Context: an optimization exercise on an open-source flow, tuned for small area and a short achievable clock period. The choices shown serve that exercise and are no tape-out recipe.
RTL that was checked went through simulation tests only; none was proved equivalent to the original.
Only the layout flow was run in runs 5 and 6; the RTL was not checked for function there.
No activity file was given, so power comes from the tool's default toggle rates.

==> flow/design.v (outline; a module is shown in full before it is edited, if it fits) <==
// module rvv_backend_mulmac_lanes: 106 lines
// module rvv_mulmac_benc: 20 lines
// module rvv_mulmac_mul33: 2359 lines
// module rvv_mulmac_addhi: 158 lines
// module rvv_mulmac_sel: 3 lines
// module rvv_mulmac_xor: 3 lines
// module rvv_mulmac_xnor: 3 lines
// module rvv_mulmac_fa: 4 lines
// module rvv_mulmac_ha: 4 lines
// module rvv_mulmac_pop: 15 lines
// module rvv_mulmac_rdy: 3 lines
module rvv_backend_mulmac_lanes #(
  parameter int unsigned NUM_LANE = 2,
  parameter int unsigned LAT      = 3,
  parameter int unsigned OP_W     = 32,
  parameter int unsigned TAG_W    = 6
) (
  input  logic                               clk,
  input  logic                               rst,
  input  logic                               trap_flush_rvv,
  input  logic [$clog2(NUM_LANE+1)-1:0]      rs2ex_fifo_cnt,
  input  logic [NUM_LANE*OP_W-1:0]           rs2ex_uop_a,
  input  logic [NUM_LANE*OP_W-1:0]           rs2ex_uop_b,
  input  logic [NUM_LANE-1:0]                rs2ex_uop_signed,
  input  logic [NUM_LANE*TAG_W-1:0]          rs2ex_uop_tag,
  output logic [NUM_LANE-1:0]                ex2rs_fifo_pop,
  output logic [NUM_LANE-1:0]                ex2rob_valid,
  output logic [NUM_LANE*2*OP_W-1:0]         ex2rob_result,
  output logic [NUM_LANE*TAG_W-1:0]          ex2rob_tag,
  input  logic [NUM_LANE-1:0]                rob2ex_ready
);
  // ...
==> flow/flow/run.sh <==
#!/bin/bash
# The standard ORFS layout (standard.sh, unchanged synthesis), with two changes to how
# the layout is optimised: the setup repair aims for a larger slack margin, and the port
# buffers are plain buffers (buf_1) rather than delay buffers. The SDC is the standard flow's.
set -euo pipefail
bash standard.sh SETUP_SLACK_MARGIN=6.4 "BUFFER_PORTS_ARGS=-buffer_cell sky130_fd_sc_hd__buf_1" finish > standard_flow.log 2>&1
==> flow/standard.sh <==
#!/bin/bash
# synth_recipe.tcl (not shown) runs the flow's synth.tcl, then flattens the netlist and writes it again
# the make line also repeats each setting of config.mk as NAME=value (left out here)
make -C /OpenROAD-flow-scripts/flow DESIGN_CONFIG=/design/flow/config.mk WORK_HOME=/design/flow/orfs CLKGATE_MAP_FILE= SYNTH_SCRIPT=/design/flow/synth_recipe.tcl "${@:-finish}"
==> flow/config.mk <==
export PLATFORM = sky130hd
export DESIGN_NAME = rvv_backend_mulmac_lanes
export DESIGN_NICKNAME = rvv_backend_mulmac_lanes
export VERILOG_FILES = /design/flow/design.v
export SDC_FILE = /design/flow/constraint.sdc
export NUM_CORES = 4
export LEC_CHECK = 0
export CAP_MARGIN = 20
export CORE_MARGIN = 2
export CORE_UTILIZATION = 70
export CTS_BUF_LIST = sky130_fd_sc_hd__clkbuf_4 sky130_fd_sc_hd__clkbuf_8
export SLEW_MARGIN = 20
export SYNTH_HIERARCHICAL = 1
export SYNTH_MINIMUM_KEEP_SIZE = 0
==> flow/constraint.sdc <==
create_clock -name core_clock -period 11.5 [get_ports {clk}]
set_input_delay 2.3000 -clock core_clock [delete_from_list [all_inputs] [get_ports {clk}]]
set_output_delay 2.3000 -clock core_clock [all_outputs]
set_load 0.01 [all_outputs]
==> notes.md, run 1 <==
R2R depth=8; most common cell in the synthesized netlist=o22ai_1; Worst Hold End=g_lane[1].tag_q[1][3]; Switching Power=9650 µW; Inverters, non-clock=between 150 and 200; Vias=46737; full die area=91300 µm²; FF-to-FF Start=g_lane[0].neg_q[1]; Worst Path Arrival=2.92 ns; Layout fillers=around 6100; Worst-Skew Late Latency=~0.8 ns; count of input and output buffers=292; worst setup path start=rob2ex_ready[0]; P per Cell Area=between 300 and 400 nW/µm²; Tot Pwr=about 22000 µW; cts bufs inserted=99; CTS H-Tree Depth=3; outcome=timing/DRC/antenna clean; Seq cells post-synth=558; Seq area share=25.3%; hold_sp=g_lane[1].tag_q[0][3]; commonest non-fill, non-tap cell in the layout=o22ai_1; hold slack=a little over 0.4 ns; GRT overflow=0; Avg WL per Cell=28.7 µm; first-pass iteration count of the detailed router=9; most frequent cells in the layout=o22ai_1 (1080), xor2_1 (1065), fa_1 (1028); Synth Area in XOR/XNOR=between 15 and 20%
==> run 2, diff against run 1 <==
--- a/flow/config.mk
+++ b/flow/config.mk
@@ -8,7 +8,9 @@
 export CAP_MARGIN = 20
 export CORE_MARGIN = 2
 export CORE_UTILIZATION = 70
-export CTS_BUF_LIST = sky130_fd_sc_hd__clkbuf_4 sky130_fd_sc_hd__clkbuf_8
+export CTS_BUF_LIST = sky130_fd_sc_hd__clkbuf_16
+export CTS_CLUSTER_DIAMETER = 80
+export CTS_CLUSTER_SIZE = 30
 export SLEW_MARGIN = 20
 export SYNTH_HIERARCHICAL = 1
 export SYNTH_MINIMUM_KEEP_SIZE = 0
==> run 2 against run 1 <==
Effect of this change:
- sequential cell count did not move
- cell area down 1.1%
- sequential share of layout area up 0.28 points
- final cell count is 1.9% lower
- global-route usage shrank 0.18 points
- fmax about the same
- critical path depth unchanged
- power shrank 2.0%
- register-to-register slack worse by 0.04 ns
- worst hold slack improved by 0.0036 ns
- first-iteration DRC count is 0.96% lower
- clock power decreased by 22%
==> notes.md, run 2 <==
outcome=timing/DRC/antenna clean; Routed WL=188000 µm; vias in the first global route=~50000; Iter 0 DRT Violations=6098; number of cells on the worst hold path=0; Root Driver=clkbuf_16; first-pass iteration count of the detailed router=8 (-1); synth top area cells=fa_1 (33%), edfxtp_1 (27%), xor2_1 (15%); Worst Hold Class=reg2reg; CTS clk-pin slew, worst paths=roughly 0.10 ns; Critical Path Max Stage Delay=~0.24 ns; GRT overflow=0 (unchanged); pin count of the biggest net entering global routing=between 150 and 200; Post-Layout Inst Area=between 60000 and 70000 µm²; commonest non-fill, non-tap cell in the layout=o22ai_1; critical path capture point type=primary output; Post-synth EDFFs=552; Worst Path Arrival=2.92 ns (about the same); initial antenna violation count=5; Distinct cells, synth=between 60 and 70; first-pass GRT wire length=between 200000 and 300000 µm; Worst path depth=4; CTS H-Tree Depth=2 (-1); FMAX=approximately 190 MHz; Routed Antenna Nets=0; non-filler cells, final=between 6000 and 7000; Nets=roughly 6600; core area=just under 90000 µm²; clk_skew=approximately 0.045 ns; Crit Path Class=in2out; Vias=46289 (-0.96%); clock buffer depth=3; cell taking the most area after synthesis=fa_1; worst vdd ir=about 340 µV; Die Span Y=302 µm; CP required=a little over 9 ns; Post-route DRC=0; critical path, cell by cell=buf_8 -> nor2b_4 -> and4b_1 -> buf_2; number of flip-flops under the largest register name=~130; Final setup viols=0; Synth Flop Type=edfxtp_1; Starting Density=70.5%; worst path bufs/invs=2; Worst-Skew Late Latency=0.67 ns (-0.13 ns); Crit-path slowest cell=and4b_1; final setup TNS=0 ns; Rel. slew slack=a little over a quarter; Area Overhead vs Synth=4.85%; clk sink count=between 500 and 600; P per Cell Area=327 nW/µm² (-0.93%); Final Slew Violations=0; Top delay family on crit path=simple AND/OR/NAND/NOR gates; RSZ-0062 raised after global routing=true; share of cells above drive strength 1=between 5 and 6%; Yosys warning count=9; largest register by flop count=g_lane.res2_q; gr usage total=41.7%; biggest regs=g_lane.res2_q (128), g_lane.hc1_q (94), g_lane.hs1_q (94); Die Wd=a little over 300 µm; Synth top area share=between 30% and 40%; Avg WL per Cell=29.2 µm (+1.7%); placed cell count=about 6400; post-route minimum period=5.22 ns; R2R depth=8 (unchanged); most frequent cells in the layout=o22ai_1 (1080), xor2_1 (1065), fa_1 (1028); final hold violations=0; Max-Cap Viols=0; Synth Net Count=between 6000 and 7000; Seq/Total Area, Yosys=26.8%; post-DP HPWL=114000 µm; Crit Path Max Fanout=2; synth cell count leaders=o22ai_1 (1080), xor2_1 (1065), fa_1 (1028); count of input and output buffers=292 (unchanged); pin slew with the least headroom to its limit=~1.1 ns; Synth Instances=a little over 5000; I/O pin count=approximately 290; full die area=91300 µm² (unchanged); cts bufs inserted=34 (-66%); DR vias/cell=between 7 and 8; most common cell in the synthesized netlist=o22ai_1; Avg Cell Area, Syn=around 12 µm²; CP Launch Type=input port; GP Congestion=approximately 0.94; Core Util, Final=~74%; final worst-path cycle share=between 40% and 50%; P_leak=approximately 0.025 µW; Seq cells post-synth=558 (unchanged); Post-synth ARST share=0%; # rows=approximately 110; TritonCTS clock tree=done; Post-Place Cell Area=between 60000 and 70000 µm²; hold slack=0.408 ns (+0.00363 ns); Mapped Area=between 60000 and 70000 µm²
run 2: cell counts after synthesis:
No cell type changed its count.
run 2: logic make-up after synthesis:
family	synth area share (%)
multiplexers	0.0965
adder cells (fa/ha/maj)	36.3
other	0.0121
flip-flops	26.8
buffers and inverters	4.74
XOR/XNOR	16.1
AO/OA/AOI/OAI	13.2
AND/OR/NAND/NOR	2.71
run 2: layer usage:
layer / vias to the layer above / GRT usage [%] / part of all wire (%)
li1: 18422 / - / -
met1: 22792 / 51.6 / 34
met2: 3863 / 64.4 / 45
met3: 1206 / 15.5 / 15
met4: 6 / 22.1 / 6.8
met5: - / 0 / 0.017
run 2: path summary, 6_finish.rpt:
check / startpoint / endpoint / slack [ns]
setup / recovery: rob2ex_ready[0] / ex2rs_fifo_pop[1] / 6.28
hold / removal: g_lane[1].lo1_q[8] / g_lane[1].res2_q[8] / 0.41
setup reg to reg: g_lane[0].neg_q[1] / g_lane[0].hc1_q[18] / 6.51
hold reg to reg: g_lane[1].lo1_q[8] / g_lane[1].res2_q[8] / 0.41
run 2: Yosys stat by module, one instance, submodules excluded:
module                    cells inside  area (µm²)
rvv_mulmac_fa                        1        20.0
rvv_mulmac_xor                       1        8.76
rvv_mulmac_addhi                   128         776
rvv_mulmac_pop                       6        50.0
rvv_mulmac_mul33                   246        1570
rvv_mulmac_xnor                      1        8.76
rvv_mulmac_ha                        1        12.5
rvv_mulmac_sel                       1        6.26
rvv_backend_mulmac_lanes           797       18400
rvv_mulmac_benc                    112         653
rvv_mulmac_rdy                       1        6.26
run 2: metrics by stage:
step                      setup slack, ns  power (µW)
after floorplan                      6.51       19900
after global placement               6.22       18800
after detailed placement             6.21       19600
after CTS                            6.29       21200
after global routing                 6.27       23300
final                                6.28       21300
run 2: final cells by class:
cell class                 count  area, µm²
tap                         1165       1460
timing repair buffer         462       2440
sequential                   558      16700
antenna                        3       7.51
clock buffer                  35        876
fill                        6189      23000
inverter                     184        691
clock inverter                27        462
multi-input combinational   3991      42600
run 2: where the power goes:
part / total, µW / internal [µW] / switching, µW
clock: 1510 / 670 / 837
sequential: 5060 / 4470 / 589
combinational: 14800 / 6590 / 8170
total: 21300 / 11700 / 9590
run 2: what timing repair did:
item,in CTS,in global routing
endpoints found under the setup margin,2,2
gates resized for setup,15,5
hold buffers,0,0
cloned,0,0
pin swaps,2,2
buffers inserted,2,0
==> run 3, diff against run 2 <==
--- a/flow/config.mk
+++ b/flow/config.mk
@@ -10,7 +10,7 @@
 export CORE_UTILIZATION = 70
 export CTS_BUF_LIST = sky130_fd_sc_hd__clkbuf_16
 export CTS_CLUSTER_DIAMETER = 80
-export CTS_CLUSTER_SIZE = 30
+export CTS_CLUSTER_SIZE = 24
 export SLEW_MARGIN = 20
 export SYNTH_HIERARCHICAL = 1
 export SYNTH_MINIMUM_KEEP_SIZE = 0
==> run 3 against run 2 <==
Effect of this change:
- register-to-register slack improved by 0.03 ns
- clock-buffer cell count increased by 1
- die area unchanged
- wire length decreased by 0.12%
- sequential cell count unchanged
- synthesized area unchanged
- global-route usage about the same
- combinational power about the same
- power decreased by 0.50%
- critical path type unchanged
==> notes.md, run 3 <==
outcome=timing/DRC/antenna clean; Crit Path Max Fanout=2 (unchanged); first-pass GRT wire length=286000 µm (about the same); Worst Path Arrival=2.92 ns (about the same); Routed Antenna Nets=0 (unchanged); full die area=91300 µm² (unchanged); core area=88200 µm² (unchanged); I/O pin count=293 (unchanged); first-pass iteration count of the detailed router=9 (+1); Distinct cells, synth=68 (unchanged); CP Launch Type=input port; highest metal used=met5; Seq cells post-synth=558 (unchanged); critical path, cell by cell=buf_8 -> nor2b_4 -> and4b_1 -> buf_2; met2 routed WL=84500 µm (+0.52%); Root Driver=clkbuf_16; Post-Place Cell Area=63800 µm² (unchanged); clock buffer depth=3 (unchanged); worst vdd ir=337 µV (about the same); Max-Cap Viols=0 (unchanged); Synth Area in XOR/XNOR=16.1% (unchanged); vias in the first global route=49100 (+0.026%); GP Congestion=0.938 (unchanged); Crit-path slowest cell=and4b_1; Avg WL per Cell=29.2 µm (about the same); # rows=109 (unchanged); RSZ-0062 raised after global routing=true; count of input and output buffers=292 (unchanged); cts bufs inserted=35 (+2.9%); Synth top area share=33.1% (unchanged); Crit Path Class=in2out; Core Util, Final=73.8% (-0.18 points); Post-synth ARST share=0% (unchanged); Yosys warning count=9 (unchanged); biggest regs=g_lane.res2_q (128), g_lane.hc1_q (94), g_lane.hs1_q (94); Post-Layout Inst Area=65100 µm² (-0.25%); Synth Instances=5037 (unchanged); P_leak=0.0254 µW (-0.20%); CP required=9.20 ns (about the same); number of flip-flops under the largest register name=128 (unchanged); initial antenna violation count=3 (-2); most common cell in the synthesized netlist=o22ai_1; Die Span Y=302 µm (unchanged); most frequent cells in the layout=o22ai_1 (1080), xor2_1 (1065), fa_1 (1028); clk_skew=0.0305 ns (-0.0142 ns); Synth Net Count=6364 (unchanged); critical path capture point type=primary output; adder-cell share of the synthesized area=36.3% (unchanged); Worst-Skew Late Latency=0.66 ns (about the same); Vias=46422 (+0.29%); Worst Hold Class=reg2reg; synth top area cells=fa_1 (33%), edfxtp_1 (27%), xor2_1 (15%); Tot Pwr=21200 µW (-0.50%); post-route minimum period=5.22 ns (+0.000940 ns); mux cell area share after synthesis=0.0965% (unchanged); Critical Path Max Stage Delay=0.24 ns (about the same); Iter 0 DRT Violations=6008 (-1.5%); Post-synth EDFFs=552 (unchanged); Mapped Area=62200 µm² (unchanged); CTS H-Tree Depth=2 (unchanged); TritonCTS clock tree=done; GRT overflow=0 (unchanged); Rel. slew slack=26.9% (+0.44 points); final worst-path cycle share=45.4% (about the same); cell taking the most area after synthesis=fa_1; share of cells above drive strength 1=5.00% (-0.15 points); Die Wd=302 µm (unchanged); Final Slew Violations=0 (unchanged); Synth Flop Type=edfxtp_1; Routed WL=187000 µm (-0.12%); largest register by flop count=g_lane.res2_q; synth cell count leaders=o22ai_1 (1080), xor2_1 (1065), fa_1 (1028); FMAX=192 MHz (about the same); final setup TNS=0 ns (unchanged); met1 WL=62800 µm (-0.47%); clk sink count=558 (unchanged); pin slew with the least headroom to its limit=1.10 ns (-0.00660 ns); CTS clk-pin slew, worst paths=0.09 ns (about the same); number of cells on the worst hold path=0 (unchanged); P per Cell Area=326 nW/µm² (-0.25%); Post-route DRC=0 (unchanged); commonest non-fill, non-tap cell in the layout=o22ai_1; routed wl met3=28200 µm (+1.7%); Synth Area in Compound Gates=13.2% (unchanged); Starting Density=70.5% (unchanged); Final setup viols=0 (unchanged); simple-gate share of the synthesized area=2.71% (unchanged); Seq/Total Area, Yosys=26.8% (unchanged); post-DP HPWL=114000 µm (unchanged); final hold violations=0 (unchanged); DR vias/cell=7.23 (+0.32%); Avg Cell Area, Syn=12.4 µm² (unchanged); R2R depth=8 (unchanged); largest family of logic cells by synthesized area=adder cells; Area Overhead vs Synth=4.59%; pin count of the biggest net entering global routing=155 (unchanged); gr usage total=41.7% (about the same); Nets=6559 (+0.015%); hold slack=0.412 ns (+0.00401 ns)
==> run 3: worst max-delay path, delay by kind of cell <==
| kind | cells | cell delay (ns) |
|---|---|---|
| buffers and inverters | 2 | 0.25 |
| and+or+nand+nor | 2 | 0.37 |
==> run 3: area by class of cell <==
cell class / instances / area, µm²
diodes: 3 / 7.51
repair buffers: 462 / 2440
flip-flops and latches: 558 / 16700
inverters: 184 / 691
clock buffers: 36 / 901
fillers: 6235 / 23100
multi-input cells: 3991 / 42600
clock inverters: 24 / 274
well taps: 1165 / 1460
==> run 3: power breakdown <==
group | total [µW] | switching [µW] | internal (µW)
Sequential | 5060 | 587 | 4480
Combinational | 14800 | 8170 | 6590
Clock | 1400 | 771 | 629
Total | 21200 | 9520 | 11700
==> run 3: worst paths after layout <==
| check | from | end | slack [ns] |
|---|---|---|---|
| setup / recovery | rob2ex_ready[0] | ex2rs_fifo_pop[1] | 6.28 |
| hold / removal | g_lane[0].lo1_q[4] | g_lane[0].res2_q[4] | 0.41 |
| setup reg to reg | g_lane[0].neg_q[1] | g_lane[0].hc1_q[18] | 6.54 |
| hold reg to reg | g_lane[0].lo1_q[4] | g_lane[0].res2_q[4] | 0.41 |
==> run 3: per-layer routing <==
layer  up-vias  GRT usage, %
met4         2          21.4
met1     22851          51.9
met3      1120          15.4
met5         -             0
met2      4014          64.4
li1      18435             -
==> run 3: timing repair <==
action / in CTS / in global routing
resized for setup: 15 / 5
buffers inserted: 2 / 0
pin swaps: 2 / 2
endpoints found under the setup margin: 2 / 2
hold buffers: 0 / 0
==> run 3: kinds of logic (layout without fill, tap and decap cells) <==
logic type / Yosys count / count (layout)
simple gates: 343 / 343
compound gates: 1303 / 1303
buf+inv: 488 / 706
xor+xnor: 1145 / 1145
other cells: 2 / 5
mux: 6 / 6
fa+ha+maj: 1192 / 1192
flops: 558 / 558
==> run 3: stage by stage <==
step                      std cells  setup slack [ns]
after floorplan                5037              6.51
after global placement         6358              6.22
after detailed placement       6358              6.21
after CTS                      6420              6.29
after global routing           6422              6.27
final                          6423              6.28
==> run 3: per-module statistics from Yosys, one instance, submodules excluded, excerpt <==
module            cells inside  area, µm²  flops+latches
rvv_mulmac_mul33           246       1570              0
rvv_mulmac_xnor              1       8.76              0
rvv_mulmac_xor               1       8.76              0
rvv_mulmac_benc            112        653              0
rvv_mulmac_rdy               1       6.26              0
rvv_mulmac_fa                1       20.0              0
rvv_mulmac_sel               1       6.26              0
rvv_mulmac_ha                1       12.5              0
rvv_mulmac_addhi           128        776              0
==> run 4, diff against run 3 <==
--- a/flow/config.mk
+++ b/flow/config.mk
@@ -7,7 +7,7 @@
 export LEC_CHECK = 0
 export CAP_MARGIN = 20
 export CORE_MARGIN = 2
-export CORE_UTILIZATION = 70
+export CORE_UTILIZATION = 78
 export CTS_BUF_LIST = sky130_fd_sc_hd__clkbuf_16
 export CTS_CLUSTER_DIAMETER = 80
 export CTS_CLUSTER_SIZE = 24
==> run 4 against run 3 <==
Effect of this change:
- combinational power increased by 9%
- synthesized area unchanged
- critical path type unchanged
- first-iteration DRC count increased by 24%
- wire length increased by 0.71%
- critical path depth unchanged
- clock skew increased by 0.015 ns
- die area decreased by 10%
- core utilization increased by 8.4 points
- largest cell class unchanged
- worst hold slack improved by 0.012 ns
- cell area decreased by 0.30%
- setup slack improved by 0.031 ns
==> notes.md, run 4 <==
GP Congestion=0.959 (+2.2%); synth top area cells=fa_1 (33%), edfxtp_1 (27%), xor2_1 (15%); Routed WL=189000 µm (+0.71%); TritonCTS clock tree=done; Avg Cell Area, Syn=12.4 µm² (unchanged); mux cell area share after synthesis=0.0965% (unchanged); commonest non-fill, non-tap cell in the layout=o22ai_1; Hold Buf Count CTS=0 (unchanged); Routed Antenna Nets=0 (unchanged); P per Cell Area=347 nW/µm² (+6.4%); Worst Hold End=g_lane[0].res2_q[6]; Synth Area in Compound Gates=13.2% (unchanged); Worst Hold Class=reg2reg; hold_sp=g_lane[0].lo1_q[6]; Reg2Reg Capture Point=g_lane[1].lo1_q[15]; Final Slew Violations=0 (unchanged); final setup TNS=0 ns (unchanged); met2 routed WL=83700 µm (-0.95%); FMAX=193 MHz (+0.59%); cts bufs inserted=34 (-2.9%); worst vdd ir=334 µV (-0.91%); Final setup viols=0 (unchanged); critical path capture point type=primary output; # rows=103 (-5.5%); post-DP HPWL=113000 µm (-0.81%); vias in the first global route=50768 (+3.4%); Starting Density=78.8% (+8.2 points); simple-gate share of the synthesized area=2.71% (unchanged); Mapped Area=62200 µm² (unchanged); Distinct cells, synth=68 (unchanged); highest metal used=met5; P_leak=0.0254 µW (about the same); core area=79000 µm² (-10%); FF-to-FF Start=g_lane[1].nax_q[9]; largest register by flop count=g_lane.res2_q; most common cell in the synthesized netlist=o22ai_1; Synth Flop Type=edfxtp_1; Post-route DRC=0 (unchanged); pin slew with the least headroom to its limit=1.07 ns (-0.0298 ns); biggest regs=g_lane.res2_q (128), g_lane.hc1_q (94), g_lane.hs1_q (94); Max-Cap Viols=0 (unchanged); first-pass iteration count of the detailed router=14 (+5); Layout fillers=4648 (-25%); clk sink count=558 (unchanged); cell taking the most area after synthesis=fa_1; Crit Path Class=in2out; CP required=9.20 ns (about the same); Synth top area share=33.1% (unchanged); Yosys warning count=9 (unchanged); Tot Pwr=22500 µW (+6.1%); flop2flop setup slack=6.79 ns (+0.25 ns); Seq cells post-synth=558 (unchanged); first-pass GRT wire length=288000 µm (+0.52%); Avg WL per Cell=29.9 µm (+2.4%); CTS H-Tree Depth=2 (unchanged); CTS clk-pin slew, worst paths=0.09 ns (about the same); DR vias/cell=7.55 (+4.5%); Post-synth ARST share=0% (unchanged); initial antenna violation count=16 (+13); met1 WL=58800 µm (-6.4%); CP Launch Type=input port; Worst-Skew Late Latency=0.63 ns (-0.03 ns); Synth Net Count=6364 (unchanged); full die area=82100 µm² (-10%); adder-cell share of the synthesized area=36.3% (unchanged); final worst-path cycle share=45.1% (-0.27 points); Crit Path Max Fanout=2 (unchanged); final hold violations=0 (unchanged); share of cells above drive strength 1=5.00% (about the same); post-route minimum period=5.19 ns (-0.0308 ns); Die Wd=286 µm (-5.2%); count of input and output buffers=292 (unchanged); outcome=timing/DRC/antenna clean; most frequent cells in the layout=o22ai_1 (1080), xor2_1 (1065), fa_1 (1028); R2R depth=13 (+5); RSZ-0062 raised after global routing=true; routed wl met3=31100 µm (+10%); gr usage total=46.6% (+4.9 points); number of cells on the worst hold path=0 (unchanged); Worst Path Arrival=2.89 ns (-0.03 ns); Iter 0 DRT Violations=7433 (+24%); clock buffer depth=3 (unchanged); GRT overflow=0 (unchanged); Core Util, Final=82.2% (+8.4 points); synth cell count leaders=o22ai_1 (1080), xor2_1 (1065), fa_1 (1028); largest family of logic cells by synthesized area=adder cells; Vias=47715 (+2.8%); Root Driver=clkbuf_16; Area Overhead vs Synth=4.28%; Seq/Total Area, Yosys=26.8% (unchanged); clk_skew=0.0455 ns (+0.0150 ns); Synth Instances=5037 (unchanged); pin count of the biggest net entering global routing=168 (+8.4%); Nets=6564 (+0.076%); Rel. slew slack=28.9% (+2.0 points); Die Span Y=286 µm (-5.2%); number of flip-flops under the largest register name=128 (unchanged); I/O pin count=293 (unchanged); Post-synth EDFFs=552 (unchanged); Synth Area in XOR/XNOR=16.1% (unchanged)
==> run 4: worst max-delay path by stage <==
stage                         start                 to  slack [ns]  cells past startpoint
floorplan                       rst  ex2rs_fifo_pop[0]        6.51                      1
global placement    rob2ex_ready[0]  ex2rs_fifo_pop[1]        6.23                      4
detailed placement  rob2ex_ready[0]  ex2rs_fifo_pop[1]        6.24                      4
CTS                 rob2ex_ready[0]  ex2rs_fifo_pop[1]        6.32                      4
global route         trap_flush_rvv  ex2rs_fifo_pop[0]        6.28                      3
finish              rob2ex_ready[0]  ex2rs_fifo_pop[1]        6.31                      4
==> run 4: final cells by class <==
cell class                 instances  area [µm²]  share of cell area (%)
sequential                       558       16700                    25.7
timing repair buffer             468        2460                    3.80
multi-input combinational       3991       42600                    65.7
clock inverter                    23         246                   0.380
inverter                         184         691                    1.06
tap                             1050        1310                    2.02
clock buffer                      34         851                    1.31
antenna                           12        30.0                  0.0463
==> run 4: logic make-up (layout without fill, tap and decap cells) <==
family                   count (synthesis)  after routing
AO/OA/AOI/OAI                         1303           1303
adder cells (fa/ha/maj)               1192           1192
XOR/XNOR                              1145           1145
flip-flops                             558            558
buffers and inverters                  488            709
AND/OR/NAND/NOR                        343            343
multiplexers                             6              6
other                                    2             14
==> run 4: power breakdown <==
| part | total [µW] | leakage, µW | internal [µW] | switching (µW) |
|---|---|---|---|---|
| Clock | 1340 | 0.000559 | 596 | 742 |
| Sequential | 5050 | 0.00585 | 4480 | 576 |
| Combinational | 16100 | 0.0190 | 6980 | 9150 |
| Total | 22500 | 0.0254 | 12100 | 10500 |
==> run 4: critical path: stages <==
cell     delay (ns)
buf_8          0.10
nor2b_4        0.12
and4b_1        0.22
buf_2          0.15
==> run 4: modules after synthesis, one instance, submodules excluded, excerpt <==
module | flip-flops and latches | copies in the design
rvv_backend_mulmac_lanes | 558 | 1
rvv_mulmac_fa | 0 | 1026
rvv_mulmac_xnor | 0 | 32
rvv_mulmac_ha | 0 | 88
rvv_mulmac_mul33 | 0 | 2
rvv_mulmac_addhi | 0 | 2
rvv_mulmac_rdy | 0 | 4
rvv_mulmac_pop | 0 | 1
==> run 4: metrics by stage <==
step,setup WS (ns),cells,area (µm²),hold WS [ns]
finish,6.31,6320,64900,0.424
global route,6.28,6314,64900,0.430
CTS,6.32,6302,64800,0.426
detailed placement,6.24,6243,63700,0.405
global placement,6.23,6243,63700,0.400
floorplan,6.51,5037,62300,0.400
==> run 4: what timing repair did <==
action                     CTS  global route
cloned                       0             0
setup endpoints to repair    2             5
hold endpoints to repair     0             0
pin swaps                    3             1
buffers inserted             2             6
gates resized for setup     10             1
==> run 4: layer usage <==
metal / track usage [%] / up-vias
li1: - / 18477
met1: 56.2 / 22854
met2: 71.2 / 4785
met3: 19.6 / 1585
met4: 26.1 / 14
met5: 0.116 / -
==> module rvv_backend_mulmac_lanes, before the edit <==
module rvv_backend_mulmac_lanes #(
  parameter int unsigned NUM_LANE = 2,
  parameter int unsigned LAT      = 3,
  parameter int unsigned OP_W     = 32,
  parameter int unsigned TAG_W    = 6
) (
  input  logic                               clk,
  input  logic                               rst,
  input  logic                               trap_flush_rvv,
  input  logic [$clog2(NUM_LANE+1)-1:0]      rs2ex_fifo_cnt,
  input  logic [NUM_LANE*OP_W-1:0]           rs2ex_uop_a,
  input  logic [NUM_LANE*OP_W-1:0]           rs2ex_uop_b,
  input  logic [NUM_LANE-1:0]                rs2ex_uop_signed,
  input  logic [NUM_LANE*TAG_W-1:0]          rs2ex_uop_tag,
  output logic [NUM_LANE-1:0]                ex2rs_fifo_pop,
  output logic [NUM_LANE-1:0]                ex2rob_valid,
  output logic [NUM_LANE*2*OP_W-1:0]         ex2rob_result,
  output logic [NUM_LANE*TAG_W-1:0]          ex2rob_tag,
  input  logic [NUM_LANE-1:0]                rob2ex_ready
);
  localparam int unsigned RES_W = 2 * OP_W;
  localparam int unsigned LO_W  = 17;
  localparam int unsigned HI_W  = RES_W - LO_W;
  logic [NUM_LANE-1:0] lane_rdy;
  logic [NUM_LANE-1:0] pop;
  logic [NUM_LANE-1:0] head_vld;
  rvv_mulmac_pop u_pop (
    .cnt   (rs2ex_fifo_cnt),
    .flush (trap_flush_rvv),
    .rst   (rst),
    .vld   (head_vld),
    .ready (rob2ex_ready),
    .pop   (pop)
  );
  assign ex2rs_fifo_pop = pop;
  for (genvar l = 0; l < NUM_LANE; l++) begin : g_lane
    logic [2:0]       vld_q;
    logic             data_en;
    logic [32:0]      nax;
    logic [16:0]      nx1;
    logic [15:0]      nx2;
    logic [15:0]      neg;
    logic [32:0]      nax_q;
    logic [16:0]      nx1_q;
    logic [15:0]      nx2_q;
    logic [15:0]      neg_q;
    logic [RES_W-1:0] cs_s;
    logic [RES_W-1:0] cs_c;
    logic [LO_W:0]    lo_sum;
    logic [LO_W-1:0]  lo1_q;
    logic             cy1_q;
    logic [HI_W-1:0]  hs1_q;
    logic [HI_W-1:0]  hc1_q;
    logic [HI_W-1:0]  hi_sum;
    logic [RES_W-1:0] res2_q;
    logic [TAG_W-1:0] tag_q [3];
    assign head_vld[l] = vld_q[2];
    rvv_mulmac_rdy u_rdy (.vld(vld_q[2]), .ready(rob2ex_ready[l]), .rdy(lane_rdy[l]));
    rvv_mulmac_rdy u_den (.vld(vld_q[2]), .ready(rob2ex_ready[l]), .rdy(data_en));
    always_ff @(posedge clk) begin
      if (rst || trap_flush_rvv) begin
        vld_q <= '0;
      end else if (lane_rdy[l]) begin
        vld_q <= {vld_q[1:0], pop[l]};
      end
    end
    rvv_mulmac_benc u_benc (
      .a   (rs2ex_uop_a[l*OP_W +: OP_W]),
      .b   (rs2ex_uop_b[l*OP_W +: OP_W]),
      .sgn (rs2ex_uop_signed[l]),
      .nax (nax),
      .nx1 (nx1),
      .nx2 (nx2),
      .neg (neg)
    );
    rvv_mulmac_mul33 u_mul (
      .nax (nax_q),
      .nx1 (nx1_q),
      .nx2 (nx2_q),
      .neg (neg_q),
      .r0  (cs_s),
      .r1  (cs_c)
    );
    assign lo_sum = {1'b0, cs_s[LO_W-1:0]} + {1'b0, cs_c[LO_W-1:0]};
    rvv_mulmac_addhi u_addhi (.a(hs1_q), .b(hc1_q), .ci(cy1_q), .s(hi_sum));
    always_ff @(posedge clk) begin
      if (data_en) begin
        nax_q    <= nax;
        nx1_q    <= nx1;
        nx2_q    <= nx2;
        neg_q    <= neg;
        tag_q[0] <= rs2ex_uop_tag[l*TAG_W +: TAG_W];
        lo1_q    <= lo_sum[LO_W-1:0];
        cy1_q    <= lo_sum[LO_W];
        hs1_q    <= cs_s[RES_W-1:LO_W];
        hc1_q    <= cs_c[RES_W-1:LO_W];
        tag_q[1] <= tag_q[0];
        res2_q   <= {hi_sum, lo1_q};
        tag_q[2] <= tag_q[1];
      end
    end
    assign ex2rob_valid[l]                 = vld_q[2] && !trap_flush_rvv;
    assign ex2rob_result[l*RES_W +: RES_W] = res2_q;
    assign ex2rob_tag[l*TAG_W +: TAG_W]    = tag_q[2];
  end
endmodule
==> module rvv_mulmac_benc, before the edit <==
module rvv_mulmac_benc (
  input  logic [31:0] a,
  input  logic [31:0] b,
  input  logic        sgn,
  output logic [32:0] nax,
  output logic [16:0] nx1,
  output logic [15:0] nx2,
  output logic [15:0] neg
);
  logic [34:0] bx;
  assign nax = ~{sgn & a[31], a};
  assign bx  = {{2{sgn & b[31]}}, b, 1'b0};
  for (genvar j = 0; j < 17; j++) begin : g_dig
    assign nx1[j] = ~(bx[2*j+1] ^ bx[2*j]);
    if (j < 16) begin : g_x2
      assign neg[j] = bx[2*j+2];
      assign nx2[j] = ~((bx[2*j+2] & ~bx[2*j+1] & ~bx[2*j]) | (~bx[2*j+2] & bx[2*j+1] & bx[2*j]));
    end
  end
endmodule
==> run 5, diff against run 4 <==
--- a/flow/design.v
+++ b/flow/design.v
@@ -37,13 +37,12 @@
     logic [2:0]       vld_q;
     logic             data_en;
     logic [32:0]      nax;
+    logic [32:0]      bx;
     logic [16:0]      nx1;
     logic [15:0]      nx2;
     logic [15:0]      neg;
     logic [32:0]      nax_q;
-    logic [16:0]      nx1_q;
-    logic [15:0]      nx2_q;
-    logic [15:0]      neg_q;
+    logic [32:0]      bx_q;
     logic [RES_W-1:0] cs_s;
     logic [RES_W-1:0] cs_c;
     logic [LO_W:0]    lo_sum;
@@ -64,20 +63,19 @@
         vld_q <= {vld_q[1:0], pop[l]};
       end
     end
+    assign nax = ~{rs2ex_uop_signed[l] & rs2ex_uop_a[l*OP_W+OP_W-1], rs2ex_uop_a[l*OP_W +: OP_W]};
+    assign bx  = {rs2ex_uop_signed[l] & rs2ex_uop_b[l*OP_W+OP_W-1], rs2ex_uop_b[l*OP_W +: OP_W]};
     rvv_mulmac_benc u_benc (
-      .a   (rs2ex_uop_a[l*OP_W +: OP_W]),
-      .b   (rs2ex_uop_b[l*OP_W +: OP_W]),
-      .sgn (rs2ex_uop_signed[l]),
-      .nax (nax),
+      .bx  (bx_q),
       .nx1 (nx1),
       .nx2 (nx2),
       .neg (neg)
     );
     rvv_mulmac_mul33 u_mul (
       .nax (nax_q),
-      .nx1 (nx1_q),
-      .nx2 (nx2_q),
-      .neg (neg_q),
+      .nx1 (nx1),
+      .nx2 (nx2),
+      .neg (neg),
       .r0  (cs_s),
       .r1  (cs_c)
     );
@@ -86,9 +84,7 @@
     always_ff @(posedge clk) begin
       if (data_en) begin
         nax_q    <= nax;
-        nx1_q    <= nx1;
-        nx2_q    <= nx2;
-        neg_q    <= neg;
+        bx_q     <= bx;
         tag_q[0] <= rs2ex_uop_tag[l*TAG_W +: TAG_W];
         lo1_q    <= lo_sum[LO_W-1:0];
         cy1_q    <= lo_sum[LO_W];
@@ -105,22 +101,18 @@
   end
 endmodule
 module rvv_mulmac_benc (
-  input  logic [31:0] a,
-  input  logic [31:0] b,
-  input  logic        sgn,
-  output logic [32:0] nax,
+  input  logic [32:0] bx,
   output logic [16:0] nx1,
   output logic [15:0] nx2,
   output logic [15:0] neg
 );
-  logic [34:0] bx;
-  assign nax = ~{sgn & a[31], a};
-  assign bx  = {{2{sgn & b[31]}}, b, 1'b0};
+  logic [33:0] bz;
+  assign bz = {bx, 1'b0};
   for (genvar j = 0; j < 17; j++) begin : g_dig
-    assign nx1[j] = ~(bx[2*j+1] ^ bx[2*j]);
+    assign nx1[j] = ~(bz[2*j+1] ^ bz[2*j]);
     if (j < 16) begin : g_x2
-      assign neg[j] = bx[2*j+2];
-      assign nx2[j] = ~((bx[2*j+2] & ~bx[2*j+1] & ~bx[2*j]) | (~bx[2*j+2] & bx[2*j+1] & bx[2*j]));
+      assign neg[j] = bz[2*j+2];
+      assign nx2[j] = ~((bz[2*j+2] & ~bz[2*j+1] & ~bz[2*j]) | (~bz[2*j+2] & bz[2*j+1] & bz[2*j]));
     end
   end
 endmodule
--- a/flow/config.mk
+++ b/flow/config.mk
@@ -7,7 +7,7 @@
 export LEC_CHECK = 0
 export CAP_MARGIN = 20
 export CORE_MARGIN = 2
-export CORE_UTILIZATION = 78
+export CORE_UTILIZATION = 70
 export CTS_BUF_LIST = sky130_fd_sc_hd__clkbuf_16
 export CTS_CLUSTER_DIAMETER = 80
 export CTS_CLUSTER_SIZE = 24
==> run 5 against run 4 <==
Effect of this change:
- die area up 9.6%
- fmax hardly changed
- combinational power decreased by 6%
- clock power rose by 11%
- via count fell by 2.8%
==> notes.md, run 5 <==
outcome=timing/DRC/antenna clean; core area=86800 µm² (+9.8%); dpl ws=5.57 ns (-0.668 ns); RSZ-0062 raised after global routing=true; Synth Instances=5007 (-0.60%); Die Span Y=300 µm (+4.7%); CP required=9.20 ns (about the same); critical path, cell by cell=buf_8 -> nor2b_4 -> and4b_1 -> buf_2; Synth Flop Type=edfxtp_1; Post-synth EDFFs=520 (-5.8%); P_leak=0.0258 µW (+1.6%); FF-to-FF Start=g_lane[0].bx_q[21]; Root Driver=clkbuf_16; Iter 0 DRT Violations=6082 (-18%); I/O pin count=293 (unchanged); Max-Cap Viols=0 (unchanged); Seq/Total Area, Yosys=25.7% (-1.2 points); GP Congestion=0.943 (-1.6%); first-pass GRT wire length=287000 µm (-0.29%); clk sink count=526 (-5.7%); commonest non-fill, non-tap cell in the layout=o22ai_1; full die area=89900 µm² (+9.6%); Starting Density=70.7% (-8.1 points); Worst Hold Class=reg2reg; synth cell count leaders=o22ai_1 (1080), xor2_1 (1064), fa_1 (1028); Mapped Area=61300 µm² (-1.5%); first-pass iteration count of the detailed router=7 (-7); post-route minimum period=5.18 ns (-0.00276 ns); clock buffer depth=3 (unchanged); CP Launch Type=input port; Avg WL per Cell=29.5 µm (-1.1%); Layout fillers=5836 (+26%); Rel. slew slack=26.4% (-2.4 points); Crit Path Class=in2out; Distinct cells, synth=68 (unchanged); number of flip-flops under the largest register name=128 (unchanged); Top delay family on crit path=simple AND/OR/NAND/NOR gates; Final Slew Violations=0 (unchanged); hold slack=0.413 ns (-0.0116 ns); CTS H-Tree Depth=2 (unchanged); Gate power share=70.2% (-1.4 points); GRT overflow=0 (unchanged); Critical Path Max Stage Delay=0.21 ns (about the same); Core Util, Final=75.8% (-6.4 points); gr usage total=42.2% (-4.3 points); Routed WL=190000 µm (+0.56%); critical path capture point type=primary output; Crit-path slowest cell=and4b_1; share of cells above drive strength 1=7.14% (+2.1 points); Clk pwr share=6.9% (+1.0 points); biggest regs=g_lane.res2_q (128), g_lane.hc1_q (94), g_lane.hs1_q (94); flop2flop setup slack=6.46 ns (-0.33 ns); Worst-Skew Late Latency=0.68 ns (+0.05 ns); Cell Int Power=11800 µW (-2.2%); most common cell in the synthesized netlist=o22ai_1; cell taking the most area after synthesis=fa_1; Avg Cell Area, Syn=12.2 µm² (-0.93%); pin count of the biggest net entering global routing=150 (-11%); cts bufs inserted=38 (+12%); Crit Path Max Fanout=3 (+1); final hold violations=0 (unchanged); P per Cell Area=329 nW/µm² (-5.1%); Synth Net Count=6334 (-0.47%); Switching Power=9850 µW (-5.9%); worst path bufs/invs=2 (unchanged); final worst-path cycle share=45.1% (about the same); Post-route DRC=0 (unchanged); Nets=6570 (+0.091%); Routed Antenna Nets=0 (unchanged); Tot Pwr=21600 µW (-3.9%); DR vias/cell=7.22 (-4.4%); synth top area cells=fa_1 (34%), edfxtp_1 (25%), xor2_1 (15%); post-DP HPWL=114000 µm (+0.21%); Sequential Power Share=22.8% (+0.4 points); Yosys warning count=9 (unchanged); count of input and output buffers=292 (unchanged); largest register by flop count=g_lane.res2_q; Sw Share=45.5% (-0.96 points); Final WS setup=6.32 ns (+0.00276 ns); worst vdd ir=333 µV (-0.18%); hold_sp=g_lane[1].lo1_q[9]; Final setup viols=0 (unchanged); Die Wd=300 µm (+4.7%); Synth top area share=33.6% (+0.51 points); TritonCTS clock tree=done; Worst Path Arrival=2.88 ns (about the same); final setup TNS=0 ns (unchanged); Seq cells post-synth=526 (-5.7%); most frequent cells in the layout=o22ai_1 (1080), xor2_1 (1064), fa_1 (1028); pin slew with the least headroom to its limit=1.10 ns (+0.0361 ns); vias in the first global route=49298 (-2.9%); Area Overhead vs Synth=7.23%; clk_skew=0.0574 ns (+0.0119 ns); # rows=108 (+4.9%); initial antenna violation count=8 (-8); CTS clk-pin slew, worst paths=0.09 ns (about the same); FMAX=193 MHz (about the same); worst setup path start=rob2ex_ready[0]; Vias=46367 (-2.8%); Post-synth ARST share=0% (unchanged)
[run 5: per-module statistics from Yosys, one instance, submodules excluded]
module	cells inside	flops+latches
rvv_mulmac_addhi	128	0
rvv_mulmac_xor	1	0
rvv_mulmac_mul33	246	0
rvv_backend_mulmac_lanes	833	526
rvv_mulmac_pop	6	0
rvv_mulmac_xnor	1	0
rvv_mulmac_benc	79	0
rvv_mulmac_ha	1	0
rvv_mulmac_fa	1	0
rvv_mulmac_sel	1	0
rvv_mulmac_rdy	1	0
[run 5: kinds of logic after synthesis]
group	Yosys count	synth area share (%)
compound gates	1304	13.4
fa+ha+maj	1192	36.9
xor+xnor	1146	16.4
flops	526	25.7
buf+inv	487	4.81
simple gates	344	2.75
mux	6	0.0980
other cells	2	0.0123
[run 5: worst reg2reg max path, delay by kind of cell (launching register included)]
family,cells,cell delay (ns)
compound gates,2,0.31
flops,1,0.38
simple gates,1,0.25
fa+ha+maj,6,2.89
xor+xnor,1,0.20
buf+inv,2,0.76
[run 5: path summary, 6_finish.rpt]
path / end / cells after the start
setup / recovery: ex2rs_fifo_pop[1] / 4
hold / removal: g_lane[1].res2_q[9] / 0
setup reg to reg: g_lane[0].hc1_q[20] / 12
hold reg to reg: g_lane[1].res2_q[9] / 0
[run 5: layer usage]
layer	routed length (µm)	GRT usage [%]
met2	86800	65.6
met4	12600	23.1
met1	62600	52.3
met5	52	0
met3	27700	14.7
[run 5: what timing repair did]
item,4_1_cts,5_1_grt
buffers inserted,18,12
gates cloned,3,9
hold buffers,0,0
resized for setup,76,103
pin swaps,4,4
setup endpoints to repair,118,98
[run 5: final cells by class]
class	instances	area [µm²]	area share, %
multi-input combinational	3996	43200	65.7
sequential	526	15700	23.9
timing repair buffer	496	3300	5.02
tap	1155	1450	2.20
clock buffer	38	951	1.45
inverter	184	694	1.06
clock inverter	27	378	0.575
antenna	3	7.51	0.0114
timing repair inverter	1	5.00	0.00761
[run 5: power by group through the flow]
stage          logic (µW)  clock network, µW  registers [µW]
3_3_place_gp        14000                  0            4940
4_1_cts             14900               1520            4930
2_1_floorplan       15000                  0            5050
5_1_grt             17000               1580            5040
6_report            15200               1490            4940
3_5_place_dp        14700                  0            4970
[run 5: stage by stage]
step | cells | cell area (µm²)
after detailed placement | 6316 | 63300
after global placement | 6316 | 63300
after floorplan | 5007 | 61600
after global routing | 6426 | 65700
after CTS | 6402 | 65100
final | 6426 | 65700
==> run 6, diff against run 5 <==
==> flow/flow/run.sh (replaced) <==
#!/bin/bash
# The standard ORFS layout (standard.sh, unchanged synthesis), with two changes to how
# the layout is optimised: the setup repair aims for a larger slack margin, and the port
# buffers are plain buffers (buf_1) rather than delay buffers. The SDC is the standard flow's.
set -euo pipefail
bash standard.sh SETUP_SLACK_MARGIN=6.2 "BUFFER_PORTS_ARGS=-buffer_cell sky130_fd_sc_hd__buf_1" finish > standard_flow.log 2>&1
==> run 6 against run 5 <==
Effect of this change:
- still clean
- die area unchanged
- power increased by 0.67%
- synthesized cell count is the same
- clock-buffer cell count fell by 1
- combinational power about the same
- register-to-register slack got worse by 0.21 ns
- critical path depth grew 8
- via count is 0.17% lower
- first-iteration DRC count is 2.7% higher
- critical endpoint is now g_lane[0].hc1_q[17]
==> notes.md, run 6 <==
Routed WL=188000 µm (-1.1%); Synth Instances=5007 (unchanged); core area=86800 µm² (unchanged); final worst-path cycle share=45.6% (+0.55 points); pin count of the biggest net entering global routing=159 (+6.0%); share of cells above drive strength 1=6.36% (-0.77 points); Vias=46286 (-0.17%); TritonCTS clock tree=done; CTS clk-pin slew, worst paths=0.10 ns (about the same); Nets=6535 (-0.53%); P per Cell Area=336 nW/µm² (+2.1%); Seq/Total Area, Yosys=25.7% (unchanged); Tot Pwr=21800 µW (+0.67%); Synth Net Count=6334 (unchanged); clk_skew=0.0365 ns (-0.0208 ns); met2 routed WL=83600 µm (-3.8%); Post-synth EDFFs=520 (unchanged); Synth Flop Type=edfxtp_1; Final WS setup=6.25 ns (-0.0634 ns); Crit Path Max Fanout=40 (+37); Root Driver=clkbuf_16; initial antenna violation count=5 (-3); Worst-Skew Late Latency=0.65 ns (-0.03 ns); synth top area cells=fa_1 (34%), edfxtp_1 (25%), xor2_1 (15%); Rel. slew slack=27.1% (+0.66 points); CP required=11.89 ns (+2.69 ns); Crit Path Class=reg2reg; Starting Density=70.7% (unchanged); worst vdd ir=331 µV (-0.73%); gr usage total=41.9% (-0.32 points); clk sink count=526 (unchanged); first-pass GRT wire length=284000 µm (-0.91%); final setup TNS=0 ns (unchanged); number of flip-flops under the largest register name=128 (unchanged); Seq cells post-synth=526 (unchanged); pin slew with the least headroom to its limit=1.09 ns (-0.00992 ns); # rows=108 (unchanged); largest register by flop count=g_lane.res2_q; final hold violations=0 (unchanged); met1 WL=63100 µm (+0.80%); commonest non-fill, non-tap cell in the layout=o22ai_1; post-DP HPWL=114000 µm (+0.71%); biggest regs=g_lane.res2_q (128), g_lane.hc1_q (94), g_lane.hs1_q (94); Die Wd=300 µm (unchanged); first-pass iteration count of the detailed router=9 (+2); Area Overhead vs Synth=5.78%; GP Congestion=0.955 (+1.2%); routed wl met3=28800 µm (+4.1%); Die Span Y=300 µm (unchanged); Yosys warning count=9 (unchanged); P_leak=0.0254 µW (-1.4%); Max-Cap Viols=0 (unchanged); I/O pin count=293 (unchanged); Synth top area share=33.6% (unchanged); Iter 0 DRT Violations=6245 (+2.7%); Worst Path Arrival=5.64 ns (+2.76 ns); Post-route DRC=0 (unchanged); Distinct cells, synth=68 (unchanged); full die area=89900 µm² (unchanged); Layout fillers=5920 (+1.4%); post-route minimum period=5.25 ns (+0.0634 ns); most frequent cells in the layout=o22ai_1 (1080), xor2_1 (1063), fa_1 (1028); CTS H-Tree Depth=2 (unchanged); synth cell count leaders=o22ai_1 (1080), xor2_1 (1064), fa_1 (1028); Avg WL per Cell=29.4 µm (-0.57%); DR vias/cell=7.24 (+0.37%); outcome=timing/DRC/antenna clean; RSZ-0062 raised after global routing=true; Final setup viols=0 (unchanged); most common cell in the synthesized netlist=o22ai_1; GRT overflow=0 (unchanged); vias in the first global route=48720 (-1.2%); cell taking the most area after synthesis=fa_1; Avg Cell Area, Syn=12.2 µm² (unchanged); Post-synth ARST share=0% (unchanged); Mapped Area=61300 µm² (unchanged); Worst Hold Class=reg2reg; dpl ws=5.72 ns (+0.150 ns); cts bufs inserted=36 (-5.3%); Routed Antenna Nets=0 (unchanged); critical path capture point type=flop; Final Slew Violations=0 (unchanged); CP Launch Type=flop; FMAX=191 MHz (-1.2%); clock buffer depth=3 (unchanged); highest metal used=met5; count of input and output buffers=292 (unchanged)
run 6: modules after synthesis, one instance, submodules excluded:
| module | times used | cells |
|---|---|---|
| rvv_mulmac_pop | 1 | 6 |
| rvv_backend_mulmac_lanes | 1 | 833 |
| rvv_mulmac_rdy | 4 | 1 |
| rvv_mulmac_addhi | 2 | 128 |
| rvv_mulmac_benc | 2 | 79 |
| rvv_mulmac_sel | 1056 | 1 |
| rvv_mulmac_fa | 1026 | 1 |
| rvv_mulmac_xnor | 32 | 1 |
| rvv_mulmac_xor | 1056 | 1 |
| rvv_mulmac_ha | 88 | 1 |
| rvv_mulmac_mul33 | 2 | 246 |
run 6: cell type report:
cell class              instances  area (µm²)  area share, %
diodes                          3        7.51         0.0116
multi-input cells            3994       43000           66.4
well taps                    1155        1450           2.23
clock inverters                26         352          0.542
flip-flops and latches        526       15700           24.3
clock buffers                  37         926           1.43
repair buffers                466        2650           4.08
inverters                     184         691           1.07
run 6: power by group:
group | total (µW) | switching [µW] | internal (µW)
clock | 1450 | 773 | 678
combinational | 15400 | 8580 | 6790
sequential | 4960 | 608 | 4350
total | 21800 | 9960 | 11800
run 6: logic make-up after synthesis:
group | synth area share [%]
XOR/XNOR | 16.4
AND/OR/NAND/NOR | 2.75
multiplexers | 0.0980
adder cells (fa/ha/maj) | 36.9
buffers and inverters | 4.81
flip-flops | 25.7
AO/OA/AOI/OAI | 13.4
other | 0.0123
run 6: per-layer routing:
layer,vias up,global-route usage [%]
met5,-,0.212
met4,6,20.5
met3,1148,16.4
met2,4119,64.3
met1,22652,52.4
li1,18361,-
run 6: worst paths after layout:
| path | to | slack [ns] | depth (start not counted) | startpoint |
|---|---|---|---|---|
| worst max-delay path | g_lane[0].hc1_q[17] | 6.25 | 12 | g_lane[0].bx_q[13] |
| worst min-delay path | g_lane[1].res2_q[9] | 0.40 | 0 | g_lane[1].lo1_q[9] |
| worst max register to register | g_lane[0].hc1_q[17] | 6.25 | 12 | g_lane[0].bx_q[13] |
| worst min register to register | g_lane[1].res2_q[9] | 0.40 | 0 | g_lane[1].lo1_q[9] |
run 6: per-stage QoR:
stage	hold WS (ns)	cells	util (%)	instance area [µm²]
3_3_place_gp	0.401	6320	72.9	63300
4_1_cts	0.413	6386	74.5	64600
3_5_place_dp	0.406	6320	72.9	63300
5_1_grt	0.422	6388	74.7	64800
2_1_floorplan	0.400	5007	-	61600
6_report	0.405	6391	74.7	64800
run 6: repair_timing:
| action | in CTS | in global routing |
|---|---|---|
| setup buffers | 3 | 2 |
| hold buffers | 0 | 0 |
| setup endpoints to repair | 80 | 68 |
| resized for setup | 24 | 50 |
| gates cloned | 0 | 0 |
run 6: critical path, cell delays in order, from the launching register on:
cell and delay [ns]:
edfxtp_1 0.35, clkbuf_8 0.47, and3b_1 0.26, a21oi_2 0.13, buf_6 0.41, o22ai_1 0.18, xor2_1 0.21, fa_1 0.51
fa_1 0.59, fa_1 0.44, fa_1 0.41, fa_1 0.55, fa_1 0.43

re-timing with driven ports:
In the flow no input, the clock included, has a driving cell. The finished layouts below were timed again as built, in two steps.
Step 1, drivers: a clkbuf_16 drives clk and a buf_2 each remaining input, both assumed.
Step 2 adds t to the input delays and takes it off the output delays; t is the mean of the earliest and latest rising clock arrival at the registers after step 1. Input paths then give back, and output paths get back, about the clock's delay inside the block.
a / b / c = ideal ports / drivers / drivers and shift; a / b = the first two.
| run | t, ns | slack for setup (ns) | worst setup path at the end |
|---|---|---|---|
| run 1 | 0.844 | 6.284 / 6.244 / 6.244 | input to output |
| run 2 | 0.716 | 6.284 / 6.244 / 6.244 | input to output |
| run 3 | 0.710 | 6.283 / 6.243 / 6.243 | input to output |
| run 4 | 0.676 | 6.314 / 6.272 / 6.272 | input to output |
| run 5 | 0.728 | 6.316 / 6.262 / 6.262 | input to output |
| run 6 | 0.708 | 6.253 / 6.252 / 6.252 | input to output |
After both steps every run listed still meets setup and hold. For run 5, which loses most, drivers alone change the setup slack by -0.054 ns; drivers and shift together by -0.054 ns.
